This design comes from an exercise in tuning for small area and a short achievable clock period on the open sky130 flow, not from production work.
Only simulation tests tie the RTL to the original design; equivalence was not proved.
The clock port is modelled as an ideal driver; clocking choices that lean on that would not hold on a real chip.
Power figures rest on the tool's default switching activity, not on a simulated workload.

==> run Z: inputs <==
==> flow/design.v (excerpt) <==
module mult_28_pipe #(
    parameter int          LOGQ  = 28,
    parameter int unsigned PRIME = 32'h0FFF_0001,
    parameter int          TAGW  = 8
) (
    input  logic                CLK,
    input  logic                RSTN,
    input  logic                EN,
    input  logic                IN_VALID,
    input  logic [LOGQ-1:0]     A,
    input  logic [LOGQ-1:0]     B,
    input  logic [TAGW-1:0]     IN_TAG,
    output logic                OUT_VALID,
    output logic [2*LOGQ-1:0]   PROD,
    output logic [TAGW-1:0]     OUT_TAG,
    output logic                BUSY,
    output logic                RANGE_ERR
);
export LEC_CHECK = 0
export ABC_AREA = 1
export CAP_MARGIN = 20
export CORE_MARGIN = 2
export CORE_UTILIZATION = 40
export SETUP_SLACK_MARGIN = 3.25
export SLEW_MARGIN = 20
create_clock -name core_clock -period 6.5 [get_ports {CLK}]
standard.sh (not shown) runs the stock make flow with config.mk's settings and CLKGATE_MAP_FILE= SYNTH_SCRIPT=/design/flow/synth_recipe.tcl, a recipe that flattens the netlist after the stock synthesis.
==> flow/flow/run.sh <==
#!/bin/bash
set -euo pipefail
here=$(pwd)
# Modified copy of ORFS's synth.tcl
# The design is flattened only after extract_fa, which runs on the top module
# alone: the final carry-propagate adder (module mult_28_pipe_cpa) stays plain
# logic for ABC instead of ending in full-adder cells.
sed -e 's/synth -top $::env(DESIGN_NAME) -run fine: {\*}$synth_full_args/synth -top $::env(DESIGN_NAME) -run fine: -noabc {*}$synth_full_args/' \
    -e 's/^  synth -flatten -run :fine {\*}$synth_full_args/  synth -run :fine {*}$synth_full_args/' \
    -e 's/^  extract_fa {\*}\[dont_use_extract_fa_args\]$/  extract_fa {*}[dont_use_extract_fa_args] $::env(DESIGN_NAME)\n  flatten/' \
    "$FLOW_HOME/scripts/synth.tcl" > "$here/flow_synth.tcl"
grep -q -- '-run fine: -noabc' "$here/flow_synth.tcl"
grep -q -- '^  synth -run :fine' "$here/flow_synth.tcl"
grep -q -- 'dont_use_extract_fa_args\] $::env(DESIGN_NAME)' "$here/flow_synth.tcl"
# synth_recipe.tcl with the modified synth.tcl in place of ORFS's
sed "s#source \$::env(SCRIPTS_DIR)/synth.tcl#source $here/flow_synth.tcl#" \
    "$here/synth_recipe.tcl" > "$here/flow_synth_recipe.tcl"
grep -q "flow_synth.tcl" "$here/flow_synth_recipe.tcl"
# standard.sh with that synthesis script
sed -e "s#SYNTH_SCRIPT=$here/synth_recipe.tcl#SYNTH_SCRIPT=$here/flow_synth_recipe.tcl#" \
    -e "s#CLKGATE_MAP_FILE= #CLKGATE_MAP_FILE= MATCH_CELL_FOOTPRINT=0 #" \
    "$here/standard.sh" > "$here/flow_standard.sh"
grep -q "flow_synth_recipe.tcl" "$here/flow_standard.sh"
grep -q "MATCH_CELL_FOOTPRINT=0" "$here/flow_standard.sh"
export BUFFER_PORTS_ARGS="-buffer_cell sky130_fd_sc_hd__buf_1"
export CTS_ARGS="-sink_clustering_enable -repair_clock_nets -dont_use_dummy_load -buf_list {sky130_fd_sc_hd__clkbuf_4}"
bash "$here/flow_standard.sh" cts > "$here/flow_make_cts.log" 2>&1
RES="$here/orfs/results/sky130hd/mult_28_pipe/base" PLATFORM_DIR="$FLOW_HOME/platforms/sky130hd" \
SKEW_CELL2=sky130_fd_sc_hd__clkdlybuf4s18_1 SKEW_CELL3=sky130_fd_sc_hd__clkdlybuf4s50_1 \
    openroad -no_init -exit "$here/flow/skew.tcl" > "$here/flow_skew.log" 2>&1
bash "$here/flow_standard.sh" > "$here/flow_make.log" 2>&1
Other scripts of this flow, unchanged in this note and not shown: flow/flow/skew.tcl
==> run K (differences from run Z) <==
--- a/flow/flow/run.sh
+++ b/flow/flow/run.sh
@@ -17,7 +17,10 @@
     "$here/synth_recipe.tcl" > "$here/flow_synth_recipe.tcl"
 grep -q "flow_synth.tcl" "$here/flow_synth_recipe.tcl"
+# The platform's don't-use cells plus the weakest gate sizes (*_0, the same
+# area as *_1) and the low-power clock inverters.
+DONT_USE="sky130_fd_sc_hd__a2111oi_0 sky130_fd_sc_hd__a21boi_0 sky130_fd_sc_hd__and2_0 sky130_fd_sc_hd__o21ai_0 sky130_fd_sc_hd__o311ai_0 sky130_fd_sc_hd__or2_0 sky130_fd_sc_hd__clkinvlp_2 sky130_fd_sc_hd__clkinvlp_4 sky130_fd_sc_hd__probe_p_8 sky130_fd_sc_hd__probec_p_8 sky130_fd_sc_hd__lpflow_bleeder_1 sky130_fd_sc_hd__lpflow_clkbufkapwr_1 sky130_fd_sc_hd__lpflow_clkbufkapwr_16 sky130_fd_sc_hd__lpflow_clkbufkapwr_2 sky130_fd_sc_hd__lpflow_clkbufkapwr_4 sky130_fd_sc_hd__lpflow_clkbufkapwr_8 sky130_fd_sc_hd__lpflow_clkinvkapwr_1 sky130_fd_sc_hd__lpflow_clkinvkapwr_16 sky130_fd_sc_hd__lpflow_clkinvkapwr_2 sky130_fd_sc_hd__lpflow_clkinvkapwr_4 sky130_fd_sc_hd__lpflow_clkinvkapwr_8 sky130_fd_sc_hd__lpflow_decapkapwr_12 sky130_fd_sc_hd__lpflow_decapkapwr_3 sky130_fd_sc_hd__lpflow_decapkapwr_4 sky130_fd_sc_hd__lpflow_decapkapwr_6 sky130_fd_sc_hd__lpflow_decapkapwr_8 sky130_fd_sc_hd__lpflow_inputiso0n_1 sky130_fd_sc_hd__lpflow_inputiso0p_1 sky130_fd_sc_hd__lpflow_inputiso1n_1 sky130_fd_sc_hd__lpflow_inputiso1p_1 sky130_fd_sc_hd__lpflow_inputisolatch_1 sky130_fd_sc_hd__lpflow_isobufsrc_1 sky130_fd_sc_hd__lpflow_isobufsrc_16 sky130_fd_sc_hd__lpflow_isobufsrc_2 sky130_fd_sc_hd__lpflow_isobufsrc_4 sky130_fd_sc_hd__lpflow_isobufsrc_8 sky130_fd_sc_hd__lpflow_isobufsrckapwr_16 sky130_fd_sc_hd__lpflow_lsbuf_lh_hl_isowell_tap_1 sky130_fd_sc_hd__lpflow_lsbuf_lh_hl_isowell_tap_2 sky130_fd_sc_hd__lpflow_lsbuf_lh_hl_isowell_tap_4 sky130_fd_sc_hd__lpflow_lsbuf_lh_isowell_4 sky130_fd_sc_hd__lpflow_lsbuf_lh_isowell_tap_1 sky130_fd_sc_hd__lpflow_lsbuf_lh_isowell_tap_2 sky130_fd_sc_hd__lpflow_lsbuf_lh_isowell_tap_4"
 # standard.sh with that synthesis script
 sed -e "s#SYNTH_SCRIPT=$here/synth_recipe.tcl#SYNTH_SCRIPT=$here/flow_synth_recipe.tcl#" \
-    -e "s#CLKGATE_MAP_FILE= #CLKGATE_MAP_FILE= MATCH_CELL_FOOTPRINT=0 #" \
+    -e "s#CLKGATE_MAP_FILE= #CLKGATE_MAP_FILE= MATCH_CELL_FOOTPRINT=0 DONT_USE_CELLS='$DONT_USE' #" \
     "$here/standard.sh" > "$here/flow_standard.sh"
 grep -q "flow_synth_recipe.tcl" "$here/flow_standard.sh"
--- a/flow/config.mk
+++ b/flow/config.mk
@@ -9,5 +9,5 @@
 export CAP_MARGIN = 20
 export CORE_MARGIN = 2
-export CORE_UTILIZATION = 40
+export CORE_UTILIZATION = 50
 export SETUP_SLACK_MARGIN = 3.25
 export SLEW_MARGIN = 20
==> implementation parameters <==
Parameter                              Value

Cells and area
  Final-stage net count ... 3564
  Non-filler instance count after layout ... 3973

Status
  Status ... complete, no violations

Routing
  Routed length per placed instance ... 25.2 um

Critical path
  Cell breakdown of the critical path ... inv_4 -> o22ai_1 -> a221oi_2 -> xor2_1 -> fa_1 -> fa_1 -> fa_1

Placement
  Placed cell count ... 3775

Timing
  Final critical-path share of the clock period ... 0.501

Logic synthesis
  Area fraction in and, or, nand and nor cells after synthesis ... 0.117
  Area share of the leading cell type in the synthesized netlist ... 0.350

Min path
  Min-delay worst type ... flip-flop to flip-flop

Pwr
  Power Internal ... 8.82 mW
The numbers above come from run K.

==> implementation parameters <==
Parameter                              Value

Logic synthesis
  Area share of the leading cell type in the synthesized netlist ... 0.353
  Area fraction in and, or, nand and nor cells after synthesis ... 0.114

Routing
  Post-Route WL ... 109 mm
  Routed length per placed instance ... 27.3 um

Timing
  Final critical-path share of the clock period ... 0.500

Status
  Status ... complete, no violations

Pwr
  Power Internal ... 8.80 mW

Critical path
  Cell breakdown of the critical path ... inv_4 -> xor2_1 -> fa_1 -> fa_1 -> fa_1

Placement
  Placed cell count ... 3712

Cells and area
  Non-filler instance count after layout ... 4000
  Final-stage net count ... 3455
The numbers above come from run Z.

-- what the ideal ports hide --
In the flow no input, the clock included, has a driving cell. The finished layouts below were timed again as built, in two steps. Step 1 assumes that a clkbuf_16 drives the clock port and a buf_2 every other input. Step 2, shift: input delay + t, output delay - t, t = (earliest + latest rising clock arrival at the registers) / 2. This alone moves slack from input paths to output paths. a / b / c = ideal ports / drivers / drivers and shift; a / b = the first two.
run	t (ns)	setup WS [ns]	latest minus earliest clock arrival (ns)
run Z	1.111	3.250 / 3.250 / 2.827	0.548 / 0.548
run K	1.097	3.244 / 3.244 / 2.905	0.542 / 0.541
In run Z and run K the clock reaches the registers at very different times; t lies between them, and the last value is a rough guide only. For run Z, which loses most, drivers alone change the setup slack by 0.000 ns; drivers and shift together by -0.423 ns.
